Background: an optimization exercise with open tools, aiming at small area. Do not read the settings as production practice.
In this exercise RTL edits were held to simulation tests only and were not proved equivalent to the original.
Power is estimated from default activity; no workload was simulated.

Design trafficGenerator, start of the top module:
module trafficGenerator
(
	input logic update,
	input logic rst,
	input logic moveTick,
	input logic [9:0] xCount,
	input logic [9:0] yCount,
	output logic [115-1:0] traffic
);
	localparam [3:0] NONE = 4'd7;
	logic [9:0] ph1;
	logic [8:0] ph2;
	logic oddCar;
	logic spd2, left;
	assign spd2 = (yCount >= 10'd96 && yCount < 10'd160) || (yCount >= 10'd192 && yCount < 10'd224)
		|| (yCount >= 10'd296 && yCount < 10'd320) || (yCount >= 10'd344 && yCount < 10'd416);
	assign left = (yCount >= 10'd120 && yCount < 10'd224) || yCount >= 10'd320;
	logic [3:0] laneCode;
	always_comb
	begin
		laneCode = NONE;
		if (yCount > 10'd74 && yCount < 10'd91) laneCode = 4'd0;
		if (yCount > 10'd99 && yCount < 10'd116) laneCode = 4'd8;
		if (yCount > 10'd124 && yCount < 10'd141) laneCode = 4'd9;
		if (yCount > 10'd174 && yCount < 10'd191) laneCode = 4'd1;
		if (yCount > 10'd199 && yCount < 10'd216) laneCode = 4'd10;
		if (yCount > 10'd224 && yCount < 10'd241) laneCode = 4'd2;
		if (yCount > 10'd274 && yCount < 10'd291) laneCode = 4'd3;
		if (yCount > 10'd299 && yCount < 10'd316) laneCode = oddCar ? 4'd15 : 4'd14;
		if (yCount > 10'd324 && yCount < 10'd341) laneCode = 4'd4;
		if (yCount > 10'd349 && yCount < 10'd366) laneCode = 4'd11;
		if (yCount > 10'd399 && yCount < 10'd416) laneCode = 4'd12;
		if (yCount > 10'd424 && yCount < 10'd441) laneCode = 4'd5;
	end
	function automatic logic [10:0] fastAdd(input logic [10:0] a, input logic [10:0] b, input logic cin);
		logic [10:0] g, p, gg, pp, gn, pn;
		g = a & b;
		p = a ^ b;
		gg = g;
		pp = p;
		gg[0] = g[0] | (p[0] & cin);
		for (int d = 1; d < 11; d = d * 2)
		begin
			gn = gg;
			pn = pp;
			for (int i = d; i < 11; i++)
			begin
				gn[i] = gg[i] | (pp[i] & gg[i - d]);
				pn[i] = pp[i] & pp[i - d];
			end
			gg = gn;
			pp = pn;
		end
		fastAdd = p ^ {gg[9:0], cin};
	endfunction
	logic [9:0] lo;
	logic [10:0] loRight, loLeft, opA, opB, diff;
	logic [9:0] phX;
	logic [3:0] k;
	logic xValid;
	always_comb
	begin
		xValid = (xCount != 10'd0) && (xCount < (spd2 ? 10'd658 : 10'd657));
		lo = (xCount[9:4] != 6'd0) ? {6'(xCount[9:4] - 6'd1), xCount[3:0]} : 10'd0;
		if (xCount[9:4] == 6'd0)
			k = 4'(xCount[3:0] - 4'd1);
		else if (xCount > (spd2 ? 10'd642 : 10'd641))
			k = 4'((spd2 ? 10'd657 : 10'd656) - xCount);
		else
			k = 4'd15;
		loRight = {1'b0, lo};
  ...
Size in the first run: ~690 cells after synthesis, roughly 39 flip-flops, about 0.0047 mm^2 of cells after synthesis.
export LEC_CHECK = 0
export ABC_AREA = 1
export CAP_MARGIN = 0
export CORE_MARGIN = 2
export CORE_UTILIZATION = 50
export CTS_BUF_LIST = sky130_fd_sc_hd__clkbuf_8
export CTS_CLUSTER_DIAMETER = 200
export CTS_CLUSTER_SIZE = 50
export SLEW_MARGIN = 0
create_clock -name core_clock -period 5.0 [get_ports {update}]
standard.sh (not shown) runs the stock make flow with config.mk's settings and CLKGATE_MAP_FILE= SYNTH_SCRIPT=/design/flow/synth_recipe.tcl, a recipe that flattens the netlist after the stock synthesis.
==> flow/flow/run.sh <==
#!/bin/bash
# The standard layout (as standard.sh runs it) with these changes:
#  - synthesis maps the logic with ABC's area script flow/area.abc (flow/synth.tcl),
#  - ports are buffered with sky130_fd_sc_hd__buf_1 instead of the flow's pick,
#  - after the floorplan, the constant outputs share one tie cell (flow/merge_ties.tcl).
# Each tool's output goes to a log here (make.log, merge_ties.log, write_def.log);
# ORFS's own logs stay under orfs/logs.
set -euo pipefail
W=$PWD
export AREA_ABC_SCRIPT=$W/flow/area.abc
export BUFFER_PORTS_ARGS="-buffer_cell sky130_fd_sc_hd__buf_1"
R=$W/orfs/results/$FLOW_PLATFORM/trafficGenerator/base
orfs() {
  make -C "$FLOW_HOME" DESIGN_CONFIG="$W/config.mk" WORK_HOME="$W/orfs" CLKGATE_MAP_FILE= \
    SYNTH_SCRIPT="$W/flow/synth.tcl" "$@"
}
orfs floorplan > "$W/make_floorplan.log" 2>&1
TIE_ODB=$R/2_floorplan.odb openroad -no_init -exit "$W/flow/merge_ties.tcl" > "$W/merge_ties.log" 2>&1
orfs finish > "$W/make.log" 2>&1
: # left out here: write the final layout as DEF
==> flow/flow/area.abc <==
strash
&get -n
&fraig -x
&put
scorr
dc2
strash
&get -n
&dch -f
&nf -R 1000
&put
==> flow/flow/merge_ties.tcl <==
# Drive all constant outputs from one tie cell: the floorplan gives each constant
# load a tie cell of its own.
read_db $::env(TIE_ODB)
set block [ord::get_db_block]
set keep {}
set merged 0
foreach inst [$block getInsts] {
  if {[[$inst getMaster] getName] ne "sky130_fd_sc_hd__conb_1"} { continue }
  set hiTerm [$inst findITerm HI]
  set loTerm [$inst findITerm LO]
  if {[$hiTerm getNet] ne "NULL" || [$loTerm getNet] eq "NULL"} { continue }
  set net [$loTerm getNet]
  if {$keep eq {}} { set keep $net; continue }
  foreach it [$net getITerms] {
    if {[$it getInst] eq $inst} { continue }
    $it disconnect
    $it connect $keep
  }
  foreach bt [$net getBTerms] {
    $bt disconnect
    $bt connect $keep
  }
  $loTerm disconnect
  odb::dbInst_destroy $inst
  odb::dbNet_destroy $net
  incr merged
}
if {$keep ne {}} { puts "merged $merged tie cells into [$keep getName]" }
write_db $::env(TIE_ODB)
Other scripts of this flow, unchanged in this note and not shown: flow/flow/synth.tcl
==> next run, changes <==
==> flow/flow/run.sh (replaced) <==
#!/bin/bash
# The standard layout (as standard.sh runs it) with two changes:
#  - synthesis maps the logic with ABC's area script flow/area.abc (flow/synth.tcl),
#  - ports are buffered with sky130_fd_sc_hd__buf_1 instead of the flow's pick.
# Every tool's output goes to make.log here; ORFS's own logs stay under orfs/logs.
set -euo pipefail
W=$PWD
export AREA_ABC_SCRIPT=$W/flow/area.abc
export BUFFER_PORTS_ARGS="-buffer_cell sky130_fd_sc_hd__buf_1"
make -C "$FLOW_HOME" DESIGN_CONFIG="$W/config.mk" WORK_HOME="$W/orfs" CLKGATE_MAP_FILE= \
  SYNTH_SCRIPT="$W/flow/synth.tcl" finish > "$W/make.log" 2>&1
R=$W/orfs/results/$FLOW_PLATFORM/trafficGenerator/base
: # left out here: write the final layout as DEF
==> flow/config.mk (replaced) <==
export PLATFORM = sky130hd
export DESIGN_NAME = trafficGenerator
export DESIGN_NICKNAME = trafficGenerator
export VERILOG_FILES = /design/flow/design.v
export SDC_FILE = /design/flow/constraint.sdc
export NUM_CORES = 4
export LEC_CHECK = 0
export ABC_AREA = 1
export CAP_MARGIN = 20
export CORE_MARGIN = 2
export CORE_UTILIZATION = 40
export SLEW_MARGIN = 20
removed: flow/flow/merge_ties.tcl
Combinational power is higher by about 3%.
Non-clock buffer count is lower by 1.
Cell area is higher by 4.1%.
Total power is higher by 4.9%.
Cell count is higher by 7.0%.
Clock skew is lower by 0.0035 ns.
Maximum frequency is lower by 0.49%.
==> next run, changes <==
==> flow/flow/run.sh (replaced) <==
#!/bin/bash
# The standard layout (as standard.sh runs it) with these changes:
#  - synthesis maps the logic with ABC's area script flow/area.abc (flow/synth.tcl),
#  - ports are buffered with sky130_fd_sc_hd__buf_1 instead of the flow's pick,
#  - after the floorplan, the constant outputs share one tie cell (flow/merge_ties.tcl).
# Each tool's output goes to a log here (make.log, merge_ties.log, write_def.log);
# ORFS's own logs stay under orfs/logs.
set -euo pipefail
W=$PWD
export AREA_ABC_SCRIPT=$W/flow/area.abc
export BUFFER_PORTS_ARGS="-buffer_cell sky130_fd_sc_hd__buf_1"
R=$W/orfs/results/$FLOW_PLATFORM/trafficGenerator/base
orfs() {
  make -C "$FLOW_HOME" DESIGN_CONFIG="$W/config.mk" WORK_HOME="$W/orfs" CLKGATE_MAP_FILE= \
    SYNTH_SCRIPT="$W/flow/synth.tcl" "$@"
}
orfs floorplan > "$W/make_floorplan.log" 2>&1
TIE_ODB=$R/2_floorplan.odb openroad -no_init -exit "$W/flow/merge_ties.tcl" > "$W/merge_ties.log" 2>&1
orfs finish > "$W/make.log" 2>&1
: # left out here: write the final layout as DEF
==> flow/flow/area.abc (replaced) <==
strash
&get -n
&fraig -x
&put
scorr
dc2
balance
rewrite
refactor
balance
rewrite
rewrite -z
balance
refactor -z
rewrite -z
balance
dc2
strash
&get -n
&dch -f
&nf -R 1000 -p
&put
==> flow/flow/merge_ties.tcl (new file) <==
# Drive all constant outputs from one tie cell: the floorplan gives each constant
# load a tie cell of its own.
read_db $::env(TIE_ODB)
set block [ord::get_db_block]
set keep {}
set merged 0
foreach inst [$block getInsts] {
  if {[[$inst getMaster] getName] ne "sky130_fd_sc_hd__conb_1"} { continue }
  set hiTerm [$inst findITerm HI]
  set loTerm [$inst findITerm LO]
  if {[$hiTerm getNet] ne "NULL" || [$loTerm getNet] eq "NULL"} { continue }
  set net [$loTerm getNet]
  if {$keep eq {}} { set keep $net; continue }
  foreach it [$net getITerms] {
    if {[$it getInst] eq $inst} { continue }
    $it disconnect
    $it connect $keep
  }
  foreach bt [$net getBTerms] {
    $bt disconnect
    $bt connect $keep
  }
  $loTerm disconnect
  odb::dbInst_destroy $inst
  odb::dbNet_destroy $net
  incr merged
}
if {$keep ne {}} { puts "merged $merged tie cells into [$keep getName]" }
write_db $::env(TIE_ODB)
--- a/flow/config.mk
+++ b/flow/config.mk
@@ -8,5 +8,9 @@
 export ABC_AREA = 1
-export CAP_MARGIN = 20
+export CAP_MARGIN = 10
 export CORE_MARGIN = 2
-export CORE_UTILIZATION = 40
-export SLEW_MARGIN = 20
+export CORE_UTILIZATION = 50
+export CTS_BUF_LIST = sky130_fd_sc_hd__clkbuf_8
+export CTS_CLUSTER_DIAMETER = 200
+export CTS_CLUSTER_SIZE = 50
+export SETUP_SLACK_MARGIN = 0.05
+export SLEW_MARGIN = 10
After rerunning: Global-route usage goes up by 4.7 points. Area after synthesis goes down by about 2%. Critical path depth stays the same. Wire length goes down by about 7%.
==> next run, changes <==
==> flow/flow/run.sh (replaced) <==
#!/bin/bash
# The standard layout (as standard.sh runs it) with two changes:
#  - synthesis maps the logic with ABC's area script flow/area.abc (flow/synth.tcl),
#  - ports are buffered with sky130_fd_sc_hd__buf_1 instead of the flow's pick.
# Every tool's output goes to make.log here; ORFS's own logs stay under orfs/logs.
set -euo pipefail
W=$PWD
export AREA_ABC_SCRIPT=$W/flow/area.abc
export BUFFER_PORTS_ARGS="-buffer_cell sky130_fd_sc_hd__buf_1"
make -C "$FLOW_HOME" DESIGN_CONFIG="$W/config.mk" WORK_HOME="$W/orfs" CLKGATE_MAP_FILE= \
  SYNTH_SCRIPT="$W/flow/synth.tcl" finish > "$W/make.log" 2>&1
R=$W/orfs/results/$FLOW_PLATFORM/trafficGenerator/base
: # left out here: write the final layout as DEF
==> flow/flow/area.abc (replaced) <==
strash
&get -n
&fraig -x
&put
scorr
dc2
strash
&get -n
&dch -f
&nf -R 1000
&put
--- a/flow/config.mk
+++ b/flow/config.mk
@@ -11,6 +11,4 @@
 export CORE_UTILIZATION = 50
-export CTS_BUF_LIST = sky130_fd_sc_hd__clkbuf_8
-export CTS_CLUSTER_DIAMETER = 200
-export CTS_CLUSTER_SIZE = 50
-export SETUP_SLACK_MARGIN = 0.05
+export CTS_BUF_LIST = sky130_fd_sc_hd__clkbuf_4
+export GPL_TIMING_DRIVEN = 0
 export SLEW_MARGIN = 10
removed: flow/flow/merge_ties.tcl
Area after synthesis increases by 2.1%.
Utilization increases by 3.5 points.
Power increases by about 15%.


trafficGenerator again, from the RTL that the note above started with.
Settings: LEC_CHECK=0, ABC_AREA=1, CAP_MARGIN=10, CORE_MARGIN=2, CORE_UTILIZATION=55, CTS_BUF_LIST=sky130_fd_sc_hd__clkbuf_8, CTS_CLUSTER_DIAMETER=200, CTS_CLUSTER_SIZE=50, SLEW_MARGIN=10; clock period 5.0 ns.
==> flow/flow/run.sh <==
#!/bin/bash
# The standard layout (as standard.sh runs it) with these changes:
#  - synthesis maps the logic with ABC's area script flow/area.abc (flow/synth.tcl),
#  - ports are buffered with sky130_fd_sc_hd__buf_1 instead of the flow's pick,
#  - after the floorplan, the constant outputs share one tie cell (flow/merge_ties.tcl).
# Each tool's output goes to a log here (make.log, merge_ties.log, write_def.log);
# ORFS's own logs stay under orfs/logs.
set -euo pipefail
W=$PWD
export AREA_ABC_SCRIPT=$W/flow/area.abc
export BUFFER_PORTS_ARGS="-buffer_cell sky130_fd_sc_hd__buf_1"
# one clock cluster, no dummy loads
export CTS_ARGS="-sink_clustering_enable -repair_clock_nets -buf_list sky130_fd_sc_hd__clkbuf_8 -sink_clustering_size 50 -sink_clustering_max_diameter 500 -dont_use_dummy_load"
R=$W/orfs/results/$FLOW_PLATFORM/trafficGenerator/base
orfs() {
  make -C "$FLOW_HOME" DESIGN_CONFIG="$W/config.mk" WORK_HOME="$W/orfs" CLKGATE_MAP_FILE= \
    SYNTH_SCRIPT="$W/flow/synth.tcl" "$@"
}
orfs floorplan > "$W/make_floorplan.log" 2>&1
TIE_ODB=$R/2_floorplan.odb openroad -no_init -exit "$W/flow/merge_ties.tcl" > "$W/merge_ties.log" 2>&1
orfs finish > "$W/make.log" 2>&1
: # left out here: write the final layout as DEF
==> flow/flow/area.abc <==
strash
&get -n
&fraig -x
&put
scorr
dc2
balance
rewrite
refactor
balance
rewrite
rewrite -z
balance
refactor -z
rewrite -z
balance
dc2
strash
&get -n
&dch -f
&nf -R 1000 -p
&put
==> flow/flow/merge_ties.tcl <==
# Drive all constant outputs from one tie cell: the floorplan gives each constant
# load a tie cell of its own.
read_db $::env(TIE_ODB)
set block [ord::get_db_block]
set keep {}
set merged 0
foreach inst [$block getInsts] {
  if {[[$inst getMaster] getName] ne "sky130_fd_sc_hd__conb_1"} { continue }
  set hiTerm [$inst findITerm HI]
  set loTerm [$inst findITerm LO]
  if {[$hiTerm getNet] ne "NULL" || [$loTerm getNet] eq "NULL"} { continue }
  set net [$loTerm getNet]
  if {$keep eq {}} { set keep $net; continue }
  foreach it [$net getITerms] {
    if {[$it getInst] eq $inst} { continue }
    $it disconnect
    $it connect $keep
  }
  foreach bt [$net getBTerms] {
    $bt disconnect
    $bt connect $keep
  }
  $loTerm disconnect
  odb::dbInst_destroy $inst
  odb::dbNet_destroy $net
  incr merged
}
if {$keep ne {}} { puts "merged $merged tie cells into [$keep getName]" }
write_db $::env(TIE_ODB)
Other scripts of this flow, unchanged in this note and not shown: flow/flow/synth.tcl
The first run completed with no timing, DRC or antenna violations.
Then changed:
==> flow/flow/run.sh (replaced) <==
#!/bin/bash
# The standard layout (as standard.sh runs it) with two changes:
#  - synthesis maps the logic with ABC's area script flow/area.abc (flow/synth.tcl),
#  - ports are buffered with sky130_fd_sc_hd__buf_1 instead of the flow's pick.
# Every tool's output goes to make.log here; ORFS's own logs stay under orfs/logs.
set -euo pipefail
W=$PWD
export AREA_ABC_SCRIPT=$W/flow/area.abc
export BUFFER_PORTS_ARGS="-buffer_cell sky130_fd_sc_hd__buf_1"
make -C "$FLOW_HOME" DESIGN_CONFIG="$W/config.mk" WORK_HOME="$W/orfs" CLKGATE_MAP_FILE= \
  SYNTH_SCRIPT="$W/flow/synth.tcl" finish > "$W/make.log" 2>&1
R=$W/orfs/results/$FLOW_PLATFORM/trafficGenerator/base
: # left out here: write the final layout as DEF
==> flow/flow/area.abc (replaced) <==
strash
&get -n
&fraig -x
&put
scorr
dc2
strash
&get -n
&dch -f
&nf -R 1000
&put
CORE_UTILIZATION = 50   (was 55)
CTS_BUF_LIST = sky130_fd_sc_hd__clkbuf_4   (was sky130_fd_sc_hd__clkbuf_8)
CTS_CLUSTER_DIAMETER = default   (was 200)
CTS_CLUSTER_SIZE = default   (was 50)
removed: flow/flow/merge_ties.tcl
Outcome:
- register-to-register slack got worse by 0.11 ns
- maximum frequency goes up by 2.3%
- non-clock buffer count goes up by 2
- clock power goes down by about 14%
- design area goes up by 5.0%
- sequential power hardly moves

==> re-timing with driven ports <==
The flow's constraints put no driver on any port. The routed layouts listed below were extracted and timed again, unchanged, in two steps. Step 1 assumes that a clkbuf_16 drives the clock port and a buf_2 every other input. Step 2, shift: input delay + t, output delay - t, t = (earliest + latest rising clock arrival at the registers) / 2. This alone moves slack from input paths to output paths. a / b / c = no drivers / after step 1 / after step 2; a / b = the first two.
run | t, ns | setup WS [ns] | worst setup path at the end | worst data-port slew with drivers (ns) | cell pins on the clock port's net
the first run of note 1 | 0.321 | 0.229 / 0.196 / 0.360 | input to register | 0.03 | 1
the second run of note 1 | 0.318 | 0.206 / 0.170 / 0.176 | input to register | 0.04 | 1
the third run of note 1 | 0.316 | 0.182 / 0.149 / 0.375 | input to register | 0.04 | 1
the fourth run of note 1 | 0.370 | 0.093 / 0.066 / 0.123 | input to register | 0.04 | 1
the first run of note 2 | 0.317 | 0.112 / 0.083 / 0.400 | register to output | 0.04 | 1
the second run of note 2 | 0.379 | 0.221 / 0.187 / 0.248 | input to register | 0.04 | 1
After both steps setup and hold are still met in every run listed. The setup slack of the second run of note 1, which loses most, moves by -0.036 ns with the drivers and by -0.030 ns with both steps.
